This is an optimization exercise on Yosys and OpenROAD, whose aim is a short achievable clock period and few clock cycles per item, not a production implementation. At most, simulation tests tie the RTL to the original design; equivalence was not proved. Function not checked in runs 2 and 3: the RTL went through the layout flow alone. Power is estimated from default activity; no workload was simulated.

==> design/flow/design.v <==
module cache_controller #(
  parameter int unsigned DATA_WIDTH        = 32,
  parameter int unsigned CACHE_LINES       = 128,
  parameter int unsigned WORD_NUM          = 4,
  parameter int unsigned INDEX_WIDTH       = 7,
  parameter int unsigned WORD_OFFSET_WIDTH = 2,
  parameter int unsigned ADDR_WIDTH        = 32,
  localparam int unsigned TAG_WIDTH = ADDR_WIDTH - INDEX_WIDTH - WORD_OFFSET_WIDTH - 2
) (
  input  logic                         clk,
  input  logic                         rst_n,
  input  logic                         req_valid,
  output logic                         req_ready,
  input  logic                         req_we,
  input  logic [ADDR_WIDTH-1:0]        req_addr,
  input  logic [DATA_WIDTH-1:0]        req_wdata,
  output logic                         resp_valid,
  output logic [DATA_WIDTH-1:0]        resp_rdata,
  output logic [INDEX_WIDTH-1:0]       ram_index,
  output logic [WORD_OFFSET_WIDTH-1:0] ram_offset,
  output logic [DATA_WIDTH-1:0]        ram_wdata,
  output logic                         ram_we,
  input  logic [DATA_WIDTH-1:0]        ram_rdata,
  output logic                         mem_req_valid,
  input  logic                         mem_req_ready,
  output logic                         mem_req_we,
  output logic [ADDR_WIDTH-1:0]        mem_req_addr,
  output logic [DATA_WIDTH-1:0]        mem_req_wdata,
  input  logic                         mem_rvalid,
  input  logic [DATA_WIDTH-1:0]        mem_rdata,
  output logic [31:0]                  stat_hits,
  output logic [31:0]                  stat_misses
);
  localparam int unsigned LineLsb = WORD_OFFSET_WIDTH + 2;
  localparam int unsigned TagLsb  = LineLsb + INDEX_WIDTH;
  localparam int unsigned WA      = ADDR_WIDTH - 2;        
  localparam int unsigned IW      = INDEX_WIDTH;
  localparam int unsigned OW      = WORD_OFFSET_WIDTH;
  localparam int unsigned DW      = DATA_WIDTH;
  localparam int unsigned TW      = TAG_WIDTH;
  localparam int unsigned BQ_D = 16;    
  localparam int unsigned BQ_W = 4;
  localparam int unsigned MQ_D = 4;     
  localparam int unsigned MQ_W = 2;
  localparam int unsigned LB_N = 2;     
  localparam int unsigned LB_W = 1;
  localparam int unsigned CW   = 6;     
  localparam logic [1:0] KRH = 2'd0, KRM = 2'd1, KWH = 2'd2, KWM = 2'd3;
  logic                   rdy_q;
  logic                   a_v, a_we;
  logic [WA-1:0]          a_addr;
  logic [DW-1:0]          a_wd;
  logic [CACHE_LINES-1:0] a_sel;
  logic                   b_v, b_we;
  logic [WA-1:0]          b_addr;
  logic [DW-1:0]          b_wd;
  logic [CACHE_LINES-1:0] b_sel;
  logic [TW-1:0]          b_rtag;
  logic                   b_rval;
  logic [CACHE_LINES-1:0] valid_q;
  logic [TW-1:0]          tag_mem [CACHE_LINES];
  logic [IW-1:0] a_idx, b_idx;
  logic [TW-1:0] b_tag;
  logic [OW-1:0] b_off;
  logic          b_rd, fwd, hit, mpush;
  logic [1:0]    b_kind;
  logic [TW-1:0] a_rtag;
  logic          a_rval;
  assign a_idx  = a_addr[TagLsb-3:LineLsb-2];
  assign b_idx  = b_addr[TagLsb-3:LineLsb-2];
  assign b_tag  = b_addr[WA-1:TagLsb-2];
  assign b_off  = b_addr[OW-1:0];
  assign b_rd   = b_v && !b_we;
  assign fwd    = b_rd && (b_idx == a_idx);
  assign hit    = b_rval && (b_rtag == b_tag);
  assign mpush  = b_v && (b_we || !hit);
  assign b_kind = {b_we, !hit};
  always_comb begin
    a_rtag = '0;
    a_rval = 1'b0;
    for (int i = 0; i < CACHE_LINES; i++) begin
      a_rtag = a_rtag | (tag_mem[i] & {TW{a_sel[i]}});
      a_rval = a_rval | (valid_q[i] & a_sel[i]);
    end
  end
  always_ff @(posedge clk or negedge rst_n) begin
    if (!rst_n) begin
      a_v <= 1'b0;
      b_v <= 1'b0;
    end else begin
      a_v <= rdy_q && req_valid;
      b_v <= a_v;
    end
  end
  always_ff @(posedge clk) begin
    a_we   <= req_we;
    a_addr <= req_addr[ADDR_WIDTH-1:2];
    a_wd   <= req_wdata;
    for (int i = 0; i < CACHE_LINES; i++)
      a_sel[i] <= (req_addr[TagLsb-1:LineLsb] == IW'(i));
    b_we   <= a_we;
    b_addr <= a_addr;
    b_wd   <= a_wd;
    b_sel  <= a_sel;
    b_rtag <= fwd ? b_tag : a_rtag;
    b_rval <= fwd || a_rval;
  end
  always_ff @(posedge clk or negedge rst_n) begin
    if (!rst_n) begin
      valid_q <= '0;
    end else if (b_rd) begin
      valid_q <= valid_q | b_sel;
    end
  end
  always_ff @(posedge clk) begin
    for (int i = 0; i < CACHE_LINES; i++)
      if (b_rd && b_sel[i]) tag_mem[i] <= b_tag;
  end
  logic        hinc_q, minc_q;
  logic [31:0] hits_q, misses_q, hits_n, misses_n;
  always_comb begin
    for (int i = 0; i < 32; i++) begin
      hits_n[i]   = hits_q[i]   ^ (hinc_q && !(&hits_q)   && ((hits_q   | ~({32{1'b1}} >> (32 - i))) == '1));
      misses_n[i] = misses_q[i] ^ (minc_q && !(&misses_q) && ((misses_q | ~({32{1'b1}} >> (32 - i))) == '1));
    end
  end
  always_ff @(posedge clk or negedge rst_n) begin
    if (!rst_n) begin
      hinc_q   <= 1'b0;
      minc_q   <= 1'b0;
      hits_q   <= '0;
      misses_q <= '0;
    end else begin
      hinc_q   <= b_v && hit;
      minc_q   <= b_v && !hit;
      hits_q   <= hits_n;
      misses_q <= misses_n;
    end
  end
  assign stat_hits   = hits_q;
  assign stat_misses = misses_q;
  logic [1:0]      bq_kind [BQ_D];
  logic [IW-1:0]   bq_idx  [BQ_D];
  logic [OW-1:0]   bq_off  [BQ_D];
  logic [DW-1:0]   bq_wd   [BQ_D];
  logic [BQ_W-1:0] bq_hd, bq_tl;
  logic [BQ_W:0]   bq_cnt;
  logic            bq_ne, h_take;
  logic          hv;
  logic [1:0]    hk;
  logic [IW-1:0] hidx;
  logic [OW-1:0] hoff;
  logic [DW-1:0] hwd;
  logic [DW-1:0]       lb_data [LB_N][WORD_NUM];
  logic [WORD_NUM-1:0] lb_wv   [LB_N];
  logic [LB_W:0]       lb_cnt;
  logic [LB_W-1:0]     fill_slot, drain_slot;
  logic [OW-1:0]       fill_k, be_k;
  logic                bt_v;
  logic [DW-1:0]       bt_d;
  logic beat_ok, rm_done, be_pop, h_load;
  assign beat_ok = lb_wv[drain_slot][be_k];
  assign rm_done = hv && (hk == KRM) && beat_ok && (be_k == OW'(WORD_NUM - 1));
  assign be_pop  = hv && ((hk != KRM) || rm_done);
  assign h_load  = !hv || be_pop;
  assign bq_ne   = (bq_cnt != '0);
  assign h_take  = h_load && (bq_ne || b_v);
  always_ff @(posedge clk) begin
    if (b_v) begin
      bq_kind[bq_tl] <= b_kind;
      bq_idx[bq_tl]  <= b_idx;
      bq_off[bq_tl]  <= b_off;
      bq_wd[bq_tl]   <= b_wd;
    end
    if (h_load) begin
      if (bq_ne) begin
        hk   <= bq_kind[bq_hd];
        hidx <= bq_idx[bq_hd];
        hoff <= bq_off[bq_hd];
        hwd  <= bq_wd[bq_hd];
      end else begin
        hk   <= b_kind;
        hidx <= b_idx;
        hoff <= b_off;
        hwd  <= b_wd;
      end
    end
  end
  logic          ram_we_q;
  logic [IW-1:0] ram_idx_q;
  logic [OW-1:0] ram_off_q;
  logic [DW-1:0] ram_wd_q;
  logic          p1_v, p2_v, rs_v;
  logic          p1_ram, p2_ram;
  logic [DW-1:0] p1_d, p2_d, rs_d;
  always_ff @(posedge clk or negedge rst_n) begin
    if (!rst_n) begin
      bq_hd    <= '0;
      bq_tl    <= '0;
      bq_cnt   <= '0;
      hv       <= 1'b0;
      be_k     <= '0;
      ram_we_q <= 1'b0;
      p1_v     <= 1'b0;
      p2_v     <= 1'b0;
      rs_v     <= 1'b0;
    end else begin
      if (b_v) bq_tl <= bq_tl + 1'b1;
      if (h_take) bq_hd <= bq_hd + 1'b1;
      bq_cnt <= bq_cnt + (BQ_W+1)'(b_v) - (BQ_W+1)'(h_take);
      if (h_load) hv <= bq_ne || b_v;
      if (hv && (hk == KRM) && beat_ok) be_k <= be_k + 1'b1;
      ram_we_q <= hv && ((hk == KWH) || ((hk == KRM) && beat_ok));
      p1_v <= be_pop;
      p2_v <= p1_v;
      rs_v <= p2_v;
    end
  end
  always_ff @(posedge clk) begin
    ram_idx_q <= hidx;
    ram_off_q <= (hk == KRM) ? be_k : hoff;
    ram_wd_q  <= (hk == KRM) ? lb_data[drain_slot][be_k] : hwd;
    p1_ram    <= (hk == KRH);
    p1_d      <= lb_data[drain_slot][hoff];
    p2_ram    <= p1_ram;
    p2_d      <= p1_d;
    rs_d      <= p2_ram ? ram_rdata : p2_d;
  end
  assign ram_we     = ram_we_q;
  assign ram_index  = ram_idx_q;
  assign ram_offset = ram_off_q;
  assign ram_wdata  = ram_wd_q;
  assign resp_valid = rs_v;
  assign resp_rdata = rs_d;
  logic            mq_we   [MQ_D];
  logic [WA-1:0]   mq_addr [MQ_D];
  logic [DW-1:0]   mq_wd   [MQ_D];
  logic [MQ_W-1:0] mq_hd, mq_tl;
  logic [MQ_W:0]   mq_cnt;
  logic            mq_ne;
  logic [WA-1:0]   b_maddr;
  logic          o_v, o_we, mv_q;
  logic [WA-1:0] o_addr;
  logic [DW-1:0] o_wd;
  logic hs, o_load, o_take;
  logic          ov0, ov1, owe0, owe1, mv0, mv1;
  logic [LB_W:0] lbc0, lbc1;
  assign b_maddr = b_we ? b_addr : {b_addr[WA-1:OW], {OW{1'b0}}};
  assign mq_ne   = (mq_cnt != '0);
  assign hs      = mv_q && mem_req_ready;
  assign o_load  = !o_v || hs;
  assign o_take  = o_load && (mq_ne || mpush);
  always_comb begin
    lbc0 = lb_cnt - (LB_W+1)'(rm_done);
    lbc1 = lbc0 + (LB_W+1)'(!o_we);
    ov0  = o_v || mq_ne || mpush;
    owe0 = o_v ? o_we : (mq_ne ? mq_we[mq_hd] : b_we);
    ov1  = mq_ne || mpush;
    owe1 = mq_ne ? mq_we[mq_hd] : b_we;
    mv0  = ov0 && (owe0 || (lbc0 < (LB_W+1)'(LB_N)));
    mv1  = ov1 && (owe1 || (lbc1 < (LB_W+1)'(LB_N)));
  end
  always_ff @(posedge clk) begin
    if (mpush) begin
      mq_we[mq_tl]   <= b_we;
      mq_addr[mq_tl] <= b_maddr;
      mq_wd[mq_tl]   <= b_wd;
    end
    if (o_load) begin
      if (mq_ne) begin
        o_we   <= mq_we[mq_hd];
        o_addr <= mq_addr[mq_hd];
        o_wd   <= mq_wd[mq_hd];
      end else begin
        o_we   <= b_we;
        o_addr <= b_maddr;
        o_wd   <= b_wd;
      end
    end
  end
  always_ff @(posedge clk or negedge rst_n) begin
    if (!rst_n) begin
      mq_hd  <= '0;
      mq_tl  <= '0;
      mq_cnt <= '0;
      o_v    <= 1'b0;
      mv_q   <= 1'b0;
      lb_cnt <= '0;
    end else begin
      if (mpush) mq_tl <= mq_tl + 1'b1;
      if (o_take) mq_hd <= mq_hd + 1'b1;
      mq_cnt <= mq_cnt + (MQ_W+1)'(mpush) - (MQ_W+1)'(o_take);
      o_v    <= hs ? ov1 : ov0;
      mv_q   <= hs ? mv1 : mv0;
      lb_cnt <= hs ? lbc1 : lbc0;
    end
  end
  assign mem_req_valid = mv_q;
  assign mem_req_we    = o_we;
  assign mem_req_addr  = {o_addr, 2'b00};
  assign mem_req_wdata = o_wd;
  always_ff @(posedge clk or negedge rst_n) begin
    if (!rst_n) begin
      bt_v       <= 1'b0;
      fill_slot  <= '0;
      fill_k     <= '0;
      drain_slot <= '0;
      for (int s = 0; s < LB_N; s++) lb_wv[s] <= '0;
    end else begin
      bt_v <= mem_rvalid;
      if (bt_v) begin
        lb_wv[fill_slot][fill_k] <= 1'b1;
        fill_k <= fill_k + 1'b1;
        if (fill_k == OW'(WORD_NUM - 1)) fill_slot <= fill_slot + 1'b1;
      end
      if (rm_done) begin
        lb_wv[drain_slot] <= '0;
        drain_slot <= drain_slot + 1'b1;
      end
    end
  end
  always_ff @(posedge clk) begin
    bt_d <= mem_rdata;
    if (bt_v) lb_data[fill_slot][fill_k] <= bt_d;
  end
  logic [CW-1:0] occ, mocc, occ_b, mocc_b;
  logic          rel_q, hs_q, acc;
  assign acc    = rdy_q && req_valid;
  assign occ_b  = occ - CW'(be_pop);
  assign mocc_b = mocc - CW'(rel_q) - CW'(hs_q);
  always_ff @(posedge clk or negedge rst_n) begin
    if (!rst_n) begin
      occ   <= '0;
      mocc  <= '0;
      rel_q <= 1'b0;
      hs_q  <= 1'b0;
      rdy_q <= 1'b0;
    end else begin
      rel_q <= b_rd && hit;
      hs_q  <= hs;
      occ   <= occ_b + CW'(acc);
      mocc  <= mocc_b + CW'(acc);
      if (acc)
        rdy_q <= (occ_b <= CW'(BQ_D - 1)) && (mocc_b <= CW'(MQ_D - 1));
      else
        rdy_q <= (occ_b <= CW'(BQ_D)) && (mocc_b <= CW'(MQ_D));
    end
  end
  assign req_ready = rdy_q;
endmodule
==> design/flow/run.sh <==
#!/bin/bash
# synth_recipe.tcl (not shown) runs the flow's synth.tcl, then flattens the netlist and writes it again
# the make line also repeats each setting of config.mk as NAME=value (left out here)
make -C /OpenROAD-flow-scripts/flow DESIGN_CONFIG=/design/flow/config.mk WORK_HOME=/design/flow/orfs CLKGATE_MAP_FILE= SYNTH_SCRIPT=/design/flow/synth_recipe.tcl finish
==> design/flow/config.mk <==
export PLATFORM = sky130hd
export DESIGN_NAME = cache_controller
export DESIGN_NICKNAME = cache_controller
export VERILOG_FILES = /design/flow/design.v
export SDC_FILE = /design/flow/constraint.sdc
export NUM_CORES = 4
export LEC_CHECK = 0
export CAP_MARGIN = 20
export CORE_MARGIN = 2
export CORE_UTILIZATION = 40
export SETUP_SLACK_MARGIN = 5
export SLEW_MARGIN = 20
==> design/flow/constraint.sdc <==
create_clock -name core_clock -period 10.0 [get_ports {clk}]
set_input_delay 2.0000 -clock core_clock [delete_from_list [all_inputs] [get_ports {clk}]]
set_output_delay 2.0000 -clock core_clock [all_outputs]
set_load 0.01 [all_outputs]
==> results of run 1 <==
state kept, by name, summed over array words and instances, names as in the netlist, 112 cells and up:
name,count
bq_idx,112
tag_mem,2688
mq_addr,120
mq_wd,128
a_sel,128
lb_data,256
valid_q,128
bq_wd,512
b_sel,128
critical path, stage by stage, from the launching register on:
cell and delay, ns:
dfxtp_4 0.79, xor2_1 0.15, nor4_1 0.57, nand4_1 0.67, or2_1 0.71, o311a_4 0.43
ha_1 0.27, inv_1 0.06, ha_1 0.13, inv_1 0.05, fa_1 0.41, xnor2_1 0.18
xnor2_1 0.15
cell families (layout without fill, tap and decap cells):
| logic type | after synthesis | in the layout | synth area share, % |
|---|---|---|---|
| flip-flops | 4820 | 4820 | 80.5 |
| multiplexers | 551 | 551 | 5.34 |
| AND/OR/NAND/NOR | 1293 | 1293 | 3.87 |
| XOR/XNOR | 117 | 117 | 0.599 |
| adder cells (fa/ha/maj) | 37 | 37 | 0.284 |
| AO/OA/AOI/OAI | 1761 | 1761 | 8.27 |
| buffers and inverters | 495 | 1615 | 1.16 |
| other | 1 | 153 | 0.00219 |
worst max-delay path by stage:
stage                     from            end  slack, ns  depth (start not counted)
finish              b_addr[20]      mq_cnt[2]       5.31                         12
global route        drain_slot      bq_cnt[4]       5.09                         16
global placement       be_k[0]      bq_cnt[4]       4.67                         16
CTS                    be_k[1]      bq_cnt[4]       5.08                         16
detailed placement     be_k[0]      bq_cnt[4]       4.75                         16
floorplan           b_addr[29]  mq_addr[0][0]       5.35                          6
power by group through the flow:
| stage | combinational, mW | clock [mW] | sequential, mW |
|---|---|---|---|
| after floorplan | 3.92 | 0 | 23.7 |
| after CTS | 6.34 | 17.9 | 23.7 |
| after detailed placement | 6.30 | 0 | 24.1 |
| after global routing | 6.78 | 18.6 | 23.7 |
| final | 6.37 | 17.9 | 23.6 |
| after global placement | 6.25 | 0 | 24.0 |
per-layer routing:
metal	global-route usage [%]	up-vias	share of wire [%]
li1	-	38800	-
met1	38.5	55800	33
met2	44.1	12600	41
met3	15.9	3473	18
met4	22.3	66	9.0
met5	1.88	-	0.080
per-stage QoR:
step / total power [mW] / utilization (%) / hold slack, ns
floorplan: 27.6 / - / 0.310
global route: 49.1 / 46.6 / 0.311
detailed placement: 30.4 / 42.9 / 0.312
CTS: 47.9 / 46.5 / 0.297
global placement: 30.3 / 42.9 / 0.310
finish: 47.9 / 46.7 / 0.318
final cells by class:
cell class / instances / area (um2) / area share (%)
sequential: 4820 / 138000 / 69.3
clock inverter: 229 / 2170 / 1.09
antenna: 151 / 378 / 0.190
inverter: 38 / 143 / 0.0716
timing repair buffer: 691 / 6190 / 3.11
multi-input combinational: 3761 / 31900 / 16.0
clock buffer: 657 / 13300 / 6.66
tap: 5687 / 7120 / 3.57
synth_stat cells, types with 112 or more instances:
library cell,n,area [um2]
mux4_2,278,6260
nand2_1,329,1230
clkbuf_1,309,1160
edfxtp_1,3990,120000
a221oi_1,497,4350
nand4_1,192,1200
and2_1,162,1010
dfxtp_1,575,11500
a22oi_1,415,3120
a22o_1,497,4350
or2_2,128,801
mux2_2,112,1260
mux2i_1,159,1590
nor2_1,211,792
dfrtp_1,255,6380
repair_timing:
| item | CTS | global route |
|---|---|---|
| gates resized for setup | 2 | 2 |
| hold endpoints to repair | 0 | 0 |
| endpoints found under the setup margin | 2 | 1 |
| gates cloned | 0 | 0 |
| pin swaps | 0 | 0 |
| setup buffers | 0 | 1 |
==> impl_metrics.py, run 1 <==
metrics = {
    "run_status": {
        "status": "finished with violations",
        "failed_checks": "antenna violations",
    },
    "finish": {
        "final_cells": 16000,
        "layout_common_cells": "edfxtp_1 (3,990), a22o_1 (497), a221oi_1 (497)",
        "final_nets": 9951,
        "drive_gt1_share_pct": 17.9,
        "final_cell_area_um2": 199000,
        "num-fill-cells": 35300,
        "area_growth_syn_to_layout_pct": 16.3,
        "final_common_cell": "edfxtp_1",
    },
    "clock_network": {
        "ctsRootBufferMaster": "clkbuf_16",
        "cts_hold_buf": 0,
        "clock_path_buffers": 4,
        "clock-sinks": 4820,
        "cts.clk_slew.worst_paths_ns": 0.07,
        "cts_tree": "yes",
        "htreeDepth": 5,
        "clk_latency_ns": 1.08,
        "cts_inserted_buffers": 468,
    },
    "power_and_ir_drop": {
        "p_per_area_nw_per_um2": 241,
        "ir_drop_mv": 0.254,
        "p_int_mw": 35.7,
        "pwr-share-comb_pct": 13.3,
        "switchingPower_mw": 12.2,
        "clockPowerShare_pct": 37.4,
        "swShare_pct": 25.5,
        "p_seq_share_pct": 49.3,
        "cellLeakagePower_nw": 66.1,
    },
    "routing": {
        "drtAntennaViolNets": 3,
        "drtPass1Iterations": 10,
        "drcViolationCount": 0,
        "drt_iter0_drc": 24800,
        "viasPerCell": 6.90,
        "vias": 111000,
        "drt-wirelength-per-cell_um": 44.5,
        "routed_wl_um": 713000,
    },
    "sta": {
        "max_freq_ghz": 0.213,
        "worst_slew_pin_slew_ns": 1.44,
        "hold_violations": 0,
        "fin_crit_sh_pct": 46.9,
        "setup_tns_ns": 0,
        "setup_slack_ns": 5.31,
        "clock_skew_ns": 0.106,
        "rsz0062_at_grt": "no",
        "min_period_ns": 4.69,
        "slew_headroom_pct": 2.97,
        "finalMaxSlewViolations": 0,
        "setup_viol": 0,
    },
    "floorplanning": {
        "rows": 240,
        "die_h_um": 658,
        "fp.dieW_um": 658,
        "io_pins": 340,
        "dieArea_um2": 433000,
        "core-area_um2": 427000,
        "start_util_pct": 40.1,
    },
    "global_route": {
        "grt_use_total_pct": 31.9,
        "grt_max_degree": 130,
        "grt_pass1_vias": 98100,
        "grt_pass1_wl_um": 916000,
        "grt_overflow": 0,
        "antenna_found_initial": 107,
    },
    "synthesis": {
        "yosysUniqueCellTypes": 67,
        "avgSynthCellArea_um2": 18.9,
        "synth-edff-count": 3990,
        "yosysWarnings": 3,
        "syn_area_um2": 171000,
        "syn-instance-count": 9075,
        "synth_seq_cells": 4820,
        "synth_flop_cell": "edfxtp_1",
        "postSynth.asyncResetShare_pct": 5.29,
        "ys_seq_area_share_pct": 80.5,
    },
    "hold_path": {
        "min_path_type": "register to register",
        "hold_depth": 0,
        "hold_end": "b_v",
        "holdCritStartpoint": "a_v",
    },
    "critical_path": {
        "worst_r2r_path_depth": 12,
        "worstReg2RegStart": "b_addr[20]",
        "cp-end-kind": "register",
        "path_class": "register to register",
        "cp.required_ns": 10.97,
        "timing.rr.end": "mq_cnt[2]",
        "ff2ff_setup_slack_ns": 5.31,
        "worst-path-max-fanout": 66,
        "startpoint_type": "register",
        "worst_ep_arrival_time_ns": 5.67,
    },
    "place": {
        "dp_hpwl_um": 389000,
        "port_buffers": 335,
        "placed_cell_area_um2": 183000,
        "routabilityCongestion": 1.00,
        "pre_cts_ws_ns": 4.75,
        "dp.cells": 15000,
    },
    "flow_run": {
        "max-cap-violations": 0,
    },
}
Testbench counts, summed over its fixed seeds: cycles 190,834, items 64,000.
==> run 2, diff against run 1 <==
--- a/design/flow/design.v
+++ b/design/flow/design.v
@@ -40,8 +40,8 @@
   localparam int unsigned TW      = TAG_WIDTH;
   localparam int unsigned BQ_D = 16;    
   localparam int unsigned BQ_W = 4;
-  localparam int unsigned MQ_D = 4;     
-  localparam int unsigned MQ_W = 2;
+  localparam int unsigned MQ_D = 8;     
+  localparam int unsigned MQ_W = 3;
   localparam int unsigned LB_N = 2;     
   localparam int unsigned LB_W = 1;
   localparam int unsigned CW   = 6;     
@@ -93,11 +93,13 @@
     end
   end
   always_ff @(posedge clk) begin
-    a_we   <= req_we;
-    a_addr <= req_addr[ADDR_WIDTH-1:2];
-    a_wd   <= req_wdata;
-    for (int i = 0; i < CACHE_LINES; i++)
-      a_sel[i] <= (req_addr[TagLsb-1:LineLsb] == IW'(i));
+    if (rdy_q) begin
+      a_we   <= req_we;
+      a_addr <= req_addr[ADDR_WIDTH-1:2];
+      a_wd   <= req_wdata;
+      for (int i = 0; i < CACHE_LINES; i++)
+        a_sel[i] <= (req_addr[TagLsb-1:LineLsb] == IW'(i));
+    end
     b_we   <= a_we;
     b_addr <= a_addr;
     b_wd   <= a_wd;
==> impl_metrics.py, run 2 <==
metrics = {
    "sta": {
        "rsz0062_at_grt": "no",
        "clock_skew_ns": 0.195,
        "min_period_ns": 4.52,
        "setup_viol": 0,
        "setup_slack_ns": 5.48,
        "worst_slew_pin_slew_ns": 1.39,
        "finalMaxSlewViolations": 0,
        "hold_violations": 0,
        "slew_headroom_pct": 6.33,
        "setup_tns_ns": 0,
        "fin_crit_sh_pct": 45.2,
        "max_freq_ghz": 0.221,
    },
    "finish": {
        "largest_reg_flops": 2688,
        "num-fill-cells": 37400,
        "final_common_cell": "edfxtp_1",
        "layout_common_cells": "edfxtp_1 (4,433), a22o_1 (498), a221oi_1 (498)",
        "drive_gt1_share_pct": 18.8,
        "largest-register": "tag_mem",
        "area_growth_syn_to_layout_pct": 16.3,
        "final_cell_area_um2": 212000,
        "final_nets": 10300,
    },
    "critical_path": {
        "cp.required_ns": 10.93,
        "crit_family": "simple AND/OR/NAND/NOR gates",
        "crit_buf_inv": 5,
        "worst-path-max-fanout": 71,
        "critPathSlowestCell": "dfxtp_4",
        "worst_ep_arrival_time_ns": 5.44,
        "path_cells": "xor2_1 -> nor4_1 -> nand4_1 -> or3_1 -> buf_4 -> o221ai_4 -> inv_1 -> ha_1 -> inv_1 -> ha_1 -> inv_1 -> fa_1 -> inv_1",
        "cp-end-kind": "register",
        "critical-path-max-stage-delay_ns": 0.92,
        "crit_top_cell": "inv_1",
        "path_class": "register to register",
        "startpoint_type": "register",
    },
    "clock_network": {
        "cts_resized": 0,
        "ctsRootBufferMaster": "clkbuf_16",
        "clk_latency_ns": 1.16,
        "clock_path_buffers": 4,
        "cts_inserted_buffers": 479,
        "cts_tree": "yes",
        "htreeDepth": 5,
        "post_cts_buffers": 0,
        "clock-sinks": 5075,
        "cts_hold_buf": 0,
        "cts.clk_slew.worst_paths_ns": 0.06,
    },
    "synthesis": {
        "synth_top_area_share_pct": 73.0,
        "avgSynthCellArea_um2": 19.6,
        "yosysWarnings": 3,
        "synth.most_common_cell": "edfxtp_1",
        "yosysUniqueCellTypes": 63,
        "synth_seq_cells": 5075,
        "synth_flop_cell": "edfxtp_1",
        "ys_seq_area_share_pct": 80.7,
        "syn-instance-count": 9321,
        "synth-edff-count": 4433,
        "yosysTopAreaCell": "edfxtp_1",
        "syn_area_um2": 182000,
        "postSynth.asyncResetShare_pct": 5.08,
        "synth_commonest_cells": "edfxtp_1 (4,433), a221oi_1 (498), a22o_1 (498)",
        "synthTopCellsByArea": "edfxtp_1 (73%), mux4_2 (4.8%), dfxtp_1 (4.2%), dfrtp_1 (3.5%), a221oi_1 (2.4%)",
    },
    "flow_run": {
        "max-cap-violations": 0,
    },
    "floorplanning": {
        "dieArea_um2": 461000,
        "io_pins": 340,
        "rows": 247,
        "fp.dieW_um": 679,
        "start_util_pct": 40.2,
        "core-area_um2": 453000,
        "die_h_um": 679,
    },
    "global_route": {
        "grt_use_total_pct": 31.1,
        "grt_pass1_wl_um": 955000,
        "grt_overflow": 0,
        "antenna_found_initial": 114,
        "grt_pass1_vias": 103000,
        "grt_max_degree": 130,
    },
    "routing": {
        "drtPass1Iterations": 10,
        "drt-wirelength-per-cell_um": 44.3,
        "drtAntennaViolNets": 0,
        "drcViolationCount": 0,
        "routed_wl_um": 739000,
        "vias": 115000,
        "drt_iter0_drc": 25600,
        "viasPerCell": 6.93,
    },
    "hold_path": {
        "min_path_type": "register to register",
    },
    "place": {
        "dp_hpwl_um": 405000,
        "routabilityCongestion": 0.989,
        "pre_cts_ws_ns": 5.47,
        "placed_cell_area_um2": 196000,
        "port_buffers": 335,
    },
    "power_and_ir_drop": {
        "cellLeakagePower_nw": 68.8,
        "p_total_mw": 44.3,
        "ir_drop_mv": 0.174,
        "p_per_area_nw_per_um2": 209,
    },
    "run_status": {
        "status": "no timing/DRC/antenna violations",
    },
}
[run 2: cell count changes after synthesis, moves of 42 or more]
cell	delta
a21boi_0	-43
o31ai_1	-42
o21ai_0	+100
edfxtp_1	+443
a21oi_1	-55
mux4_2	+107
dfxtp_1	-191
nand2_1	-74
[run 2: routing by layer]
| metal | track usage, % | part of all wire, % | vias up |
|---|---|---|---|
| met5 | 1.22 | 0.16 | - |
| met4 | 22.4 | 9.3 | 39 |
| met3 | 15.6 | 17 | 3749 |
| met2 | 43.3 | 41 | 13300 |
| met1 | 37.2 | 32 | 58000 |
| li1 | - | - | 40400 |
[run 2: per-stage QoR]
stage / hold slack, ns / cells / utilization (%)
6_report: 0.325 / 16700 / 46.8
2_1_floorplan: 0.310 / 9322 / -
4_1_cts: 0.323 / 16500 / 46.7
3_3_place_gp: 0.313 / 15600 / 43.1
5_1_grt: 0.324 / 16500 / 46.7
3_5_place_dp: 0.312 / 15600 / 43.1
[run 2: final cells by class]
cell class	instances	area, um2	share of cell area [%]
Antenna cell	160	400	0.189
Clock buffer	676	13500	6.39
Clock inverter	224	2390	1.13
Inverter	46	173	0.0814
Multi-Input combinational cell	3729	33700	15.9
Sequential cell	5075	147000	69.5
Tap cell	5976	7480	3.53
Timing Repair Buffer	778	6900	3.25
[run 2: kinds of logic (layout without fill, tap and decap cells)]
| logic type | Yosys count | count (layout) | synth area share, % |
|---|---|---|---|
| xor+xnor | 114 | 114 | 0.547 |
| other cells | 1 | 162 | 0.00206 |
| compound gates | 1726 | 1726 | 7.60 |
| mux | 657 | 657 | 6.31 |
| fa+ha+maj | 40 | 40 | 0.287 |
| buf+inv | 518 | 1724 | 1.11 |
| flops | 5075 | 5075 | 80.7 |
| simple gates | 1190 | 1190 | 3.39 |
[run 2: power breakdown]
group / total, mW / switching (mW) / internal, mW
Clock: 18.6 / 8.15 / 10.4
Sequential: 23.6 / 0.359 / 23.2
Combinational: 2.20 / 1.09 / 1.11
Total: 44.3 / 9.60 / 34.7
[run 2: worst paths after layout]
kind | startpoint | end | slack [ns] | cells past startpoint
max | b_addr[11] | mq_cnt[1] | 5.48 | 13
min reg2reg | p1_d[8] | p2_d[8] | 0.33 | 0
min | p1_d[8] | p2_d[8] | 0.33 | 0
max reg2reg | b_addr[11] | mq_cnt[1] | 5.48 | 13
max in group asynchronous | rst_n | hits_q[10] | 7.27 | 3
min in group asynchronous | rst_n | valid_q[24] | 0.84 | 1
==> run 3, diff against run 2 <==
==> design/flow/flow/run.sh (new file) <==
#!/bin/bash
# Standard layout, with timing repair aimed below the clock period: the
# setup margin asks repair_timing for slack that makes the period shorter.
set -euo pipefail
bash standard.sh SETUP_SLACK_MARGIN=6.6 finish > standard_flow.log 2>&1
==> design/flow/standard.sh (new file) <==
#!/bin/bash
# synth_recipe.tcl (not shown) runs the flow's synth.tcl, then flattens the netlist and writes it again
# the make line also repeats each setting of config.mk as NAME=value (left out here)
make -C /OpenROAD-flow-scripts/flow DESIGN_CONFIG=/design/flow/config.mk WORK_HOME=/design/flow/orfs CLKGATE_MAP_FILE= SYNTH_SCRIPT=/design/flow/synth_recipe.tcl "${@:-finish}"
--- a/design/flow/config.mk
+++ b/design/flow/config.mk
@@ -8,5 +8,4 @@
 export CAP_MARGIN = 20
 export CORE_MARGIN = 2
 export CORE_UTILIZATION = 40
-export SETUP_SLACK_MARGIN = 5
 export SLEW_MARGIN = 20
removed: design/flow/run.sh
==> impl_metrics.py, run 3 <==
metrics = {
    "sta": {
        "fin_crit_sh_pct": 37.9,
        "setup_viol": 0,
        "min_period_ns": 3.79,
        "max_freq_ghz": 0.264,
        "worst_slew_pin_slew_ns": 1.34,
        "setup_tns_ns": 0,
        "finalMaxSlewViolations": 0,
        "rsz0062_at_grt": "yes",
        "slew_headroom_pct": 10.7,
        "clock_skew_ns": 0.211,
        "hold_violations": 0,
    },
    "critical_path": {
        "worst_ep_arrival_time_ns": 1.79,
        "cp.required_ns": 8.00,
        "cp-end-kind": "primary output",
        "worstReg2RegStart": "a_sel[68]",
        "crit_path_end": "req_ready",
        "critPathSlowestCell": "dfrtp_4",
        "worst_r2r_path_depth": 6,
        "path_class": "register to primary output",
        "crit_family": "flip-flops",
        "path_cells": "buf_12 -> buf_6",
        "cp-startpoint": "rdy_q",
        "ff2ff_setup_slack_ns": 6.26,
        "timing.rr.end": "b_rtag[9]",
        "critical-path-max-stage-delay_ns": 0.48,
        "path_depth": 2,
        "worst-path-max-fanout": 4,
        "crit_buf_inv": 2,
        "startpoint_type": "register",
    },
    "floorplanning": {
        "io_pins": 340,
        "rows": 247,
        "core-area_um2": 453000,
        "start_util_pct": 40.2,
        "die_h_um": 679,
        "dieArea_um2": 461000,
        "fp.dieW_um": 679,
    },
    "routing": {
        "viasPerCell": 7.02,
        "routed_wl_um": 763000,
        "drtAntennaViolNets": 2,
        "drt_iter0_drc": 27300,
        "drt-wirelength-per-cell_um": 45.4,
        "highest_layer": "met5",
        "route.met3.wl_um": 136000,
        "wl_met1_um": 245000,
        "drcViolationCount": 0,
        "drtPass1Iterations": 12,
        "vias": 118000,
        "dr_wl_met2_um": 306000,
    },
    "clock_network": {
        "clk_latency_ns": 1.13,
        "ctsRootBufferMaster": "clkbuf_16",
        "htreeDepth": 5,
        "cts_hold_buf": 0,
        "clock-sinks": 5075,
        "cts_inserted_buffers": 479,
        "clock_path_buffers": 4,
        "cts.clk_slew.worst_paths_ns": 0.07,
        "cts_tree": "yes",
    },
    "synthesis": {
        "postSynth.asyncResetShare_pct": 5.08,
        "synth_commonest_cells": "edfxtp_1 (4,433), a221oi_1 (498), a22o_1 (498)",
        "yosysUniqueCellTypes": 63,
        "yosysTopAreaCell": "edfxtp_1",
        "synth_top_area_share_pct": 73.0,
        "avgSynthCellArea_um2": 19.6,
        "synth-edff-count": 4433,
        "synth_flop_cell": "edfxtp_1",
        "syn_area_um2": 182000,
        "yosysWarnings": 3,
        "synthTopCellsByArea": "edfxtp_1 (73%), mux4_2 (4.8%), dfxtp_1 (4.2%), dfrtp_1 (3.5%), a221oi_1 (2.4%)",
        "syn-instance-count": 9321,
        "ys_seq_area_share_pct": 80.7,
        "synth.most_common_cell": "edfxtp_1",
        "synth_seq_cells": 5075,
    },
    "power_and_ir_drop": {
        "ir_drop_mv": 0.225,
        "p_per_area_nw_per_um2": 208,
        "cellLeakagePower_nw": 70.4,
    },
    "finish": {
        "drive_gt1_share_pct": 23.3,
        "fin_util_pct": 47.2,
        "largest_reg_flops": 2688,
        "area_growth_syn_to_layout_pct": 17.4,
        "final_common_cell": "edfxtp_1",
        "final_cell_area_um2": 214000,
        "largest-register": "tag_mem",
        "final_nets": 10400,
        "layout_common_cells": "edfxtp_1 (4,433), a22o_1 (498), clkbuf_16 (493)",
    },
    "place": {
        "port_buffers": 335,
        "routabilityCongestion": 1.01,
        "placed_cell_area_um2": 195000,
        "dp_hpwl_um": 405000,
    },
    "global_route": {
        "grt_pass1_vias": 104000,
        "grt_max_degree": 139,
        "antenna_found_initial": 117,
        "grt_use_total_pct": 31.9,
        "grt_overflow": 0,
        "grt_pass1_wl_um": 977000,
    },
    "run_status": {
        "status": "finished with violations",
        "failed_checks": "antenna violations",
    },
    "flow_run": {
        "max-cap-violations": 0,
    },
    "hold_path": {
        "min_path_type": "register to register",
    },
}
-- run 3: cell types whose count changed in the layout (fill, tap and decap cells not counted), moves of 26 or more --
cell | before | now
clkbuf_1 | 126 | 100
clkdlybuf4s50_1 | 334 | 130
buf_2 | 0 | 102
buf_6 | 5 | 148
dfxtp_2 | 12 | 66
dfxtp_1 | 351 | 295
buf_4 | 421 | 476
-- run 3: repair_timing --
item,in CTS,in global routing
gates cloned,8,2
endpoints found under the setup margin,3042,373
hold endpoints to repair,0,0
resized for setup,1027,132
setup buffers,124,52
pin swaps,11,17
-- run 3: power breakdown --
| part | leakage [nW] | switching [mW] | internal (mW) | total (mW) |
|---|---|---|---|---|
| clock network | 7.90 | 8.19 | 10.5 | 18.7 |
| registers | 46.9 | 0.327 | 23.2 | 23.5 |
| logic | 15.6 | 1.17 | 1.07 | 2.24 |
| total | 70.4 | 9.69 | 34.8 | 44.4 |
-- run 3: layer usage --
| layer | vias up | track usage (%) |
|---|---|---|
| li1 | 40700 | - |
| met1 | 59000 | 38.5 |
| met2 | 14000 | 43.6 |
| met3 | 4201 | 16.2 |
| met4 | 66 | 23.0 |
| met5 | - | 2.59 |
-- run 3: kinds of logic (layout without fill, tap and decap cells) --
family / Yosys count / after routing / synth area share [%]
muxes: 657 / 657 / 6.31
buffers and inverters: 518 / 1877 / 1.11
DFF: 5075 / 5075 / 80.7
AOI/OAI and AO/OA: 1726 / 1726 / 7.60
and+or+nand+nor: 1190 / 1197 / 3.39
other: 1 / 152 / 0.00206
adders and majority gates: 40 / 40 / 0.287
xor gates and xnor gates: 114 / 114 / 0.547
-- run 3: per-stage QoR --
step	std cells	hold slack, ns	total power [mW]	setup slack (ns)
3_5_place_dp	15600	0.312	26.3	5.20
2_1_floorplan	9322	0.310	25.3	5.90
4_1_cts	16600	0.306	44.4	6.17
6_report	16800	0.312	44.4	6.21
3_3_place_gp	15600	0.313	26.3	5.16
5_1_grt	16700	0.329	45.4	6.20
-- run 3: worst min-delay path by stage --
stage	end	cells past startpoint	from
finish	p2_d[5]	0	p1_d[5]
global route	p2_d[31]	0	p1_d[31]
CTS	p2_d[5]	0	p1_d[5]
detailed placement	p2_d[17]	0	p1_d[17]
global placement	p2_d[13]	0	p1_d[13]
floorplan	p2_d[0]	0	p1_d[0]
-- run 3: final cells by class --
| class | instances | area (um2) |
|---|---|---|
| Fill cell | 37000 | 239000 |
| Sequential cell | 5075 | 147000 |
| Multi-Input combinational cell | 3736 | 34200 |
| Clock buffer | 647 | 13400 |
| Timing Repair Buffer | 926 | 8420 |
| Tap cell | 5976 | 7480 |
| Clock inverter | 258 | 2600 |
| Antenna cell | 150 | 375 |
| Inverter | 46 | 179 |
-- run 3: worst register-to-register path, cell delays in order, from the launching register on --
cell and delay (ns):
edfxtp_1 0.92, buf_4 0.54, a221oi_1 0.47, nand4_1 0.14
nor3_1 1.02, nand3_1 0.17, mux2_2 0.31
==> run 4, diff against run 3 <==
--- a/design/flow/design.v
+++ b/design/flow/design.v
@@ -40,8 +40,8 @@
   localparam int unsigned TW      = TAG_WIDTH;
   localparam int unsigned BQ_D = 16;    
   localparam int unsigned BQ_W = 4;
-  localparam int unsigned MQ_D = 8;     
-  localparam int unsigned MQ_W = 3;
+  localparam int unsigned MQ_D = 4;     
+  localparam int unsigned MQ_W = 2;
   localparam int unsigned LB_N = 2;     
   localparam int unsigned LB_W = 1;
   localparam int unsigned CW   = 6;     
@@ -54,7 +54,7 @@
   logic                   b_v, b_we;
   logic [WA-1:0]          b_addr;
   logic [DW-1:0]          b_wd;
-  logic [CACHE_LINES-1:0] b_sel;
+  logic [CACHE_LINES-1:0] b_wen;    
   logic [TW-1:0]          b_rtag;
   logic                   b_rval;
   logic [CACHE_LINES-1:0] valid_q;
@@ -93,30 +93,28 @@
     end
   end
   always_ff @(posedge clk) begin
-    if (rdy_q) begin
-      a_we   <= req_we;
-      a_addr <= req_addr[ADDR_WIDTH-1:2];
-      a_wd   <= req_wdata;
-      for (int i = 0; i < CACHE_LINES; i++)
-        a_sel[i] <= (req_addr[TagLsb-1:LineLsb] == IW'(i));
-    end
+    a_we   <= req_we;
+    a_addr <= req_addr[ADDR_WIDTH-1:2];
+    a_wd   <= req_wdata;
+    for (int i = 0; i < CACHE_LINES; i++)
+      a_sel[i] <= (req_addr[TagLsb-1:LineLsb] == IW'(i));
     b_we   <= a_we;
     b_addr <= a_addr;
     b_wd   <= a_wd;
-    b_sel  <= a_sel;
+    b_wen  <= a_sel & {CACHE_LINES{a_v && !a_we}};
     b_rtag <= fwd ? b_tag : a_rtag;
     b_rval <= fwd || a_rval;
   end
   always_ff @(posedge clk or negedge rst_n) begin
     if (!rst_n) begin
       valid_q <= '0;
-    end else if (b_rd) begin
-      valid_q <= valid_q | b_sel;
+    end else begin
+      valid_q <= valid_q | b_wen;
     end
   end
   always_ff @(posedge clk) begin
     for (int i = 0; i < CACHE_LINES; i++)
-      if (b_rd && b_sel[i]) tag_mem[i] <= b_tag;
+      if (b_wen[i]) tag_mem[i] <= b_tag;
   end
   logic        hinc_q, minc_q;
   logic [31:0] hits_q, misses_q, hits_n, misses_n;
@@ -145,8 +143,7 @@
   logic [IW-1:0]   bq_idx  [BQ_D];
   logic [OW-1:0]   bq_off  [BQ_D];
   logic [DW-1:0]   bq_wd   [BQ_D];
-  logic [BQ_W-1:0] bq_hd, bq_tl;
-  logic [BQ_W:0]   bq_cnt;
+  logic [BQ_W:0]   bq_hd, bq_tl;      
   logic            bq_ne, h_take;
   logic          hv;
   logic [1:0]    hk;
@@ -165,21 +162,21 @@
   assign rm_done = hv && (hk == KRM) && beat_ok && (be_k == OW'(WORD_NUM - 1));
   assign be_pop  = hv && ((hk != KRM) || rm_done);
   assign h_load  = !hv || be_pop;
-  assign bq_ne   = (bq_cnt != '0);
+  assign bq_ne   = (bq_hd != bq_tl);
   assign h_take  = h_load && (bq_ne || b_v);
   always_ff @(posedge clk) begin
     if (b_v) begin
-      bq_kind[bq_tl] <= b_kind;
-      bq_idx[bq_tl]  <= b_idx;
-      bq_off[bq_tl]  <= b_off;
-      bq_wd[bq_tl]   <= b_wd;
+      bq_kind[bq_tl[BQ_W-1:0]] <= b_kind;
+      bq_idx[bq_tl[BQ_W-1:0]]  <= b_idx;
+      bq_off[bq_tl[BQ_W-1:0]]  <= b_off;
+      bq_wd[bq_tl[BQ_W-1:0]]   <= b_wd;
     end
     if (h_load) begin
       if (bq_ne) begin
-        hk   <= bq_kind[bq_hd];
-        hidx <= bq_idx[bq_hd];
-        hoff <= bq_off[bq_hd];
-        hwd  <= bq_wd[bq_hd];
+        hk   <= bq_kind[bq_hd[BQ_W-1:0]];
+        hidx <= bq_idx[bq_hd[BQ_W-1:0]];
+        hoff <= bq_off[bq_hd[BQ_W-1:0]];
+        hwd  <= bq_wd[bq_hd[BQ_W-1:0]];
       end else begin
         hk   <= b_kind;
         hidx <= b_idx;
@@ -199,7 +196,6 @@
     if (!rst_n) begin
       bq_hd    <= '0;
       bq_tl    <= '0;
-      bq_cnt   <= '0;
       hv       <= 1'b0;
       be_k     <= '0;
       ram_we_q <= 1'b0;
@@ -209,7 +205,6 @@
     end else begin
       if (b_v) bq_tl <= bq_tl + 1'b1;
       if (h_take) bq_hd <= bq_hd + 1'b1;
-      bq_cnt <= bq_cnt + (BQ_W+1)'(b_v) - (BQ_W+1)'(h_take);
       if (h_load) hv <= bq_ne || b_v;
       if (hv && (hk == KRM) && beat_ok) be_k <= be_k + 1'b1;
       ram_we_q <= hv && ((hk == KWH) || ((hk == KRM) && beat_ok));
@@ -237,8 +232,7 @@
   logic            mq_we   [MQ_D];
   logic [WA-1:0]   mq_addr [MQ_D];
   logic [DW-1:0]   mq_wd   [MQ_D];
-  logic [MQ_W-1:0] mq_hd, mq_tl;
-  logic [MQ_W:0]   mq_cnt;
+  logic [MQ_W:0]   mq_hd, mq_tl;      
   logic            mq_ne;
   logic [WA-1:0]   b_maddr;
   logic          o_v, o_we, mv_q;
@@ -248,7 +242,7 @@
   logic          ov0, ov1, owe0, owe1, mv0, mv1;
   logic [LB_W:0] lbc0, lbc1;
   assign b_maddr = b_we ? b_addr : {b_addr[WA-1:OW], {OW{1'b0}}};
-  assign mq_ne   = (mq_cnt != '0);
+  assign mq_ne   = (mq_hd != mq_tl);
   assign hs      = mv_q && mem_req_ready;
   assign o_load  = !o_v || hs;
   assign o_take  = o_load && (mq_ne || mpush);
@@ -256,23 +250,23 @@
     lbc0 = lb_cnt - (LB_W+1)'(rm_done);
     lbc1 = lbc0 + (LB_W+1)'(!o_we);
     ov0  = o_v || mq_ne || mpush;
-    owe0 = o_v ? o_we : (mq_ne ? mq_we[mq_hd] : b_we);
+    owe0 = o_v ? o_we : (mq_ne ? mq_we[mq_hd[MQ_W-1:0]] : b_we);
     ov1  = mq_ne || mpush;
-    owe1 = mq_ne ? mq_we[mq_hd] : b_we;
+    owe1 = mq_ne ? mq_we[mq_hd[MQ_W-1:0]] : b_we;
     mv0  = ov0 && (owe0 || (lbc0 < (LB_W+1)'(LB_N)));
     mv1  = ov1 && (owe1 || (lbc1 < (LB_W+1)'(LB_N)));
   end
   always_ff @(posedge clk) begin
     if (mpush) begin
-      mq_we[mq_tl]   <= b_we;
-      mq_addr[mq_tl] <= b_maddr;
-      mq_wd[mq_tl]   <= b_wd;
+      mq_we[mq_tl[MQ_W-1:0]]   <= b_we;
+      mq_addr[mq_tl[MQ_W-1:0]] <= b_maddr;
+      mq_wd[mq_tl[MQ_W-1:0]]   <= b_wd;
     end
     if (o_load) begin
       if (mq_ne) begin
-        o_we   <= mq_we[mq_hd];
-        o_addr <= mq_addr[mq_hd];
-        o_wd   <= mq_wd[mq_hd];
+        o_we   <= mq_we[mq_hd[MQ_W-1:0]];
+        o_addr <= mq_addr[mq_hd[MQ_W-1:0]];
+        o_wd   <= mq_wd[mq_hd[MQ_W-1:0]];
       end else begin
         o_we   <= b_we;
         o_addr <= b_maddr;
@@ -284,14 +278,12 @@
     if (!rst_n) begin
       mq_hd  <= '0;
       mq_tl  <= '0;
-      mq_cnt <= '0;
       o_v    <= 1'b0;
       mv_q   <= 1'b0;
       lb_cnt <= '0;
     end else begin
       if (mpush) mq_tl <= mq_tl + 1'b1;
       if (o_take) mq_hd <= mq_hd + 1'b1;
-      mq_cnt <= mq_cnt + (MQ_W+1)'(mpush) - (MQ_W+1)'(o_take);
       o_v    <= hs ? ov1 : ov0;
       mv_q   <= hs ? mv1 : mv0;
       lb_cnt <= hs ? lbc1 : lbc0;
@@ -325,11 +317,19 @@
     bt_d <= mem_rdata;
     if (bt_v) lb_data[fill_slot][fill_k] <= bt_d;
   end
-  logic [CW-1:0] occ, mocc, occ_b, mocc_b;
+  logic [CW-1:0] occ, mocc;
   logic          rel_q, hs_q, acc;
-  assign acc    = rdy_q && req_valid;
-  assign occ_b  = occ - CW'(be_pop);
-  assign mocc_b = mocc - CW'(rel_q) - CW'(hs_q);
+  logic          oc_a, oc_n, mo_a, mo_n;
+  assign acc = rdy_q && req_valid;
+  always_comb begin
+    oc_a = be_pop ? (occ <= CW'(BQ_D))     : (occ <= CW'(BQ_D - 1));
+    oc_n = be_pop ? (occ <= CW'(BQ_D + 1)) : (occ <= CW'(BQ_D));
+    unique case ({rel_q, hs_q})
+      2'b00:   begin mo_a = (mocc <= CW'(MQ_D - 1)); mo_n = (mocc <= CW'(MQ_D));     end
+      2'b11:   begin mo_a = (mocc <= CW'(MQ_D + 1)); mo_n = (mocc <= CW'(MQ_D + 2)); end
+      default: begin mo_a = (mocc <= CW'(MQ_D));     mo_n = (mocc <= CW'(MQ_D + 1)); end
+    endcase
+  end
   always_ff @(posedge clk or negedge rst_n) begin
     if (!rst_n) begin
       occ   <= '0;
@@ -340,12 +340,9 @@
     end else begin
       rel_q <= b_rd && hit;
       hs_q  <= hs;
-      occ   <= occ_b + CW'(acc);
-      mocc  <= mocc_b + CW'(acc);
-      if (acc)
-        rdy_q <= (occ_b <= CW'(BQ_D - 1)) && (mocc_b <= CW'(MQ_D - 1));
-      else
-        rdy_q <= (occ_b <= CW'(BQ_D)) && (mocc_b <= CW'(MQ_D));
+      occ   <= occ + CW'(acc) - CW'(be_pop);
+      mocc  <= mocc + CW'(acc) - CW'(rel_q) - CW'(hs_q);
+      rdy_q <= acc ? (oc_a && mo_a) : (oc_n && mo_n);
     end
   end
   assign req_ready = rdy_q;
==> design/flow/flow/run.sh (replaced) <==
#!/bin/bash
# Standard layout, with timing repair aimed below the clock period: the
# setup margin asks repair_timing for slack that makes the period shorter.
# More post-route antenna repair rounds than the default, if any are needed.
set -euo pipefail
bash standard.sh SETUP_SLACK_MARGIN=6.6 MAX_REPAIR_ANTENNAS_ITER_DRT=10 finish > standard_flow.log 2>&1
--- a/design/flow/config.mk
+++ b/design/flow/config.mk
@@ -7,5 +7,5 @@
 export LEC_CHECK = 0
 export CAP_MARGIN = 20
 export CORE_MARGIN = 2
-export CORE_UTILIZATION = 40
+export CORE_UTILIZATION = 55
 export SLEW_MARGIN = 20
==> impl_metrics.py, run 4 <==
metrics = {
    "global_route": {
        "grt_max_degree": 127,
        "grt_pass1_wl_um": 917000,
        "grt_pass1_vias": 97200,
        "grt_overflow": 0,
        "grt_use_total_pct": 44.8,
        "antenna_found_initial": 120,
    },
    "power_and_ir_drop": {
        "cellLeakagePower_nw": 66.1,
        "ir_drop_mv": 0.166,
        "p_total_mw": 41.6,
        "p_per_area_nw_per_um2": 210,
    },
    "critical_path": {
        "path_cells": "buf_4 -> buf_4 -> a22o_1 -> a221oi_1 -> nand4_1 -> nor4_4 -> and3_1 -> a21oi_1",
        "startpoint_type": "register",
        "worst_ep_arrival_time_ns": 4.64,
        "cp-end-kind": "register",
        "critical-path-max-stage-delay_ns": 0.79,
        "worst_r2r_path_depth": 8,
        "worst-path-max-fanout": 18,
        "crit_top_cell": "buf_4",
        "path_class": "register to register",
        "cp.required_ns": 10.89,
        "critPathSlowestCell": "nor4_4",
    },
    "run_status": {
        "status": "no timing/DRC/antenna violations",
    },
    "synthesis": {
        "synth_seq_cells": 4816,
        "synth-edff-count": 3990,
        "syn_area_um2": 171000,
        "yosysUniqueCellTypes": 68,
        "avgSynthCellArea_um2": 19.8,
        "synth_commonest_cells": "edfxtp_1 (3,990), dfxtp_1 (575), a221oi_1 (497), a22o_1 (497), a22oi_1 (415)",
        "yosysWarnings": 3,
        "syn-instance-count": 8618,
        "postSynth.asyncResetShare_pct": 5.21,
        "synth_flop_cell": "edfxtp_1",
        "ys_seq_area_share_pct": 80.6,
        "synth_top_area_share_pct": 70.2,
        "synthTopCellsByArea": "edfxtp_1 (70%), dfxtp_1 (6.7%), mux4_2 (5.4%), dfrtp_1 (3.7%), a221oi_1 (2.5%)",
        "yosysTopAreaCell": "edfxtp_1",
        "synth.most_common_cell": "edfxtp_1",
    },
    "sta": {
        "setup_slack_ns": 6.25,
        "slew_headroom_pct": 12.3,
        "clock_skew_ns": 0.136,
        "worst_slew_pin_slew_ns": 1.32,
        "finalMaxSlewViolations": 0,
        "fin_crit_sh_pct": 37.5,
        "max_freq_ghz": 0.267,
        "setup_tns_ns": 0,
        "setup_viol": 0,
        "hold_violations": 0,
        "min_period_ns": 3.75,
        "rsz0062_at_grt": "yes",
    },
    "place": {
        "dp.cells": 13000,
        "dp_hpwl_um": 385000,
        "routabilityCongestion": 1.03,
        "pre_cts_ws_ns": 5.62,
        "port_buffers": 335,
    },
    "clock_network": {
        "ctsRootBufferMaster": "clkbuf_16",
        "cts.clk_slew.worst_paths_ns": 0.06,
        "clk_latency_ns": 1.10,
        "cts_hold_buf": 0,
        "cts_tree": "yes",
        "cts_inserted_buffers": 477,
        "htreeDepth": 5,
        "clock_path_buffers": 4,
        "clock-sinks": 4816,
    },
    "floorplanning": {
        "io_pins": 340,
        "start_util_pct": 55.3,
        "rows": 204,
        "die_h_um": 561,
        "fp.dieW_um": 561,
        "core-area_um2": 309000,
        "dieArea_um2": 315000,
    },
    "finish": {
        "final_cells": 14300,
        "num-fill-cells": 21200,
        "layout_common_cells": "edfxtp_1 (3,990), a22o_1 (497), a221oi_1 (495)",
        "final_nets": 9674,
        "area_growth_syn_to_layout_pct": 16.2,
        "largest-register": "tag_mem",
        "largest_reg_flops": 2688,
        "fin_util_pct": 64.2,
        "final_common_cell": "edfxtp_1",
        "drive_gt1_share_pct": 24.7,
    },
    "flow_run": {
        "max-cap-violations": 0,
    },
    "hold_path": {
        "hold_depth": 0,
        "min_path_type": "register to register",
    },
    "routing": {
        "drt_iter0_drc": 27200,
        "vias": 112000,
        "drcViolationCount": 0,
        "viasPerCell": 7.84,
        "drt-wirelength-per-cell_um": 50.2,
        "drtPass1Iterations": 12,
        "drtAntennaViolNets": 0,
        "routed_wl_um": 717000,
    },
}
[run 4: layout make-up]
type                            count  area [um2]  share of cell area [%]
Timing Repair Buffer              817        6820                    3.44
Inverter                           42         158                  0.0795
Tap cell                         4120        5150                    2.60
Clock buffer                      670       13400                    6.76
Sequential cell                  4816      138000                    69.7
Antenna cell                      228         571                   0.288
Multi-Input combinational cell   3342       31700                    16.0
Clock inverter                    235        2360                    1.19
[run 4: path summary, 6_finish.rpt]
check	from	endpoint	slack, ns
setup / recovery	a_sel[97]	b_rtag[1]	6.25
hold / removal	a_addr[24]	b_addr[24]	0.32
setup reg to reg	a_sel[97]	b_rtag[1]	6.25
hold reg to reg	a_addr[24]	b_addr[24]	0.32
max in group asynchronous	rst_n	mq_hd[1]	7.34
min in group asynchronous	rst_n	misses_q[26]	0.92
[run 4: kinds of logic (layout without fill, tap and decap cells)]
kind of cell / count (synthesis) / in the layout / synth area share, %
compound gates: 1520 / 1520 / 7.31
fa+ha+maj: 44 / 44 / 0.336
other cells: 1 / 230 / 0.00220
flops: 4816 / 4816 / 80.6
simple gates: 1039 / 1042 / 3.36
xor+xnor: 118 / 118 / 0.605
mux: 616 / 616 / 6.72
buf+inv: 464 / 1764 / 1.06
[run 4: repair_timing]
item / in CTS / in global routing
resized for setup: 944 / 55
endpoints found under the setup margin: 496 / 411
pin swaps: 3 / 4
setup buffers: 79 / 32
gates cloned: 3 / 4
[run 4: where the power goes]
part / total (mW) / internal (mW) / switching [mW] / leakage (nW)
registers: 22.3 / 22.0 / 0.294 / 44.3
clock network: 18.2 / 10.3 / 7.83 / 7.71
logic: 1.17 / 0.396 / 0.772 / 14.1
total: 41.6 / 32.7 / 8.90 / 66.1
[run 4: through the flow]
stage | cell area [um2] | hold WS, ns
floorplan | 171000 | 0.310
global placement | 181000 | 0.309
detailed placement | 181000 | 0.312
CTS | 197000 | 0.317
global route | 198000 | 0.325
finish | 198000 | 0.320
[run 4: critical path: cells and delay by family, from the launching register on]
family / cells / cell delay [ns]
simple gates: 3 / 1.49
compound gates: 3 / 1.04
buf+inv: 2 / 0.66
flops: 1 / 0.30
[run 4: per-layer routing]
| metal | global-route usage, % | wire length [um] |
|---|---|---|
| met5 | 3.06 | 922 |
| met4 | 28.7 | 61300 |
| met3 | 25.4 | 139000 |
| met2 | 57.3 | 278000 |
| met1 | 58.0 | 238000 |
Testbench counts of run 4, summed over its fixed seeds: cycles 190,834, items 64,000.

-- re-timing with driven ports --
Ports are ideal in the flow. The routed layouts listed here were re-timed in OpenROAD.
Step 1: set_driving_cell puts a clkbuf_16 on clk and a buf_2 on each other input, an assumption about the parent block.
Step 2 moves the port delays by t, midway between the first and last clock arrival at a register: inputs arrive t later, outputs are due t later. That takes back most of the time a late clock gives input paths.
Three values: ideal ports, drivers, drivers and shift; two values: the first two.
run | shift t [ns] | setup slack, ns | worst hold slack (ns)
run 1 | 1.153 | 5.308 / 5.308 / 5.308 | 0.318 / 0.318 / 0.318
run 2 | 1.185 | 5.484 / 5.484 / 5.484 | 0.325 / 0.325 / 0.325
run 3 | 1.176 | 6.208 / 6.053 / 5.707 | 0.312 / 0.312 / 0.312
run 4 | 1.142 | 6.254 / 6.233 / 5.608 | 0.320 / 0.320 / 0.320
For run 4, which loses most, drivers alone change the setup slack by -0.021 ns; drivers and shift together by -0.646 ns.
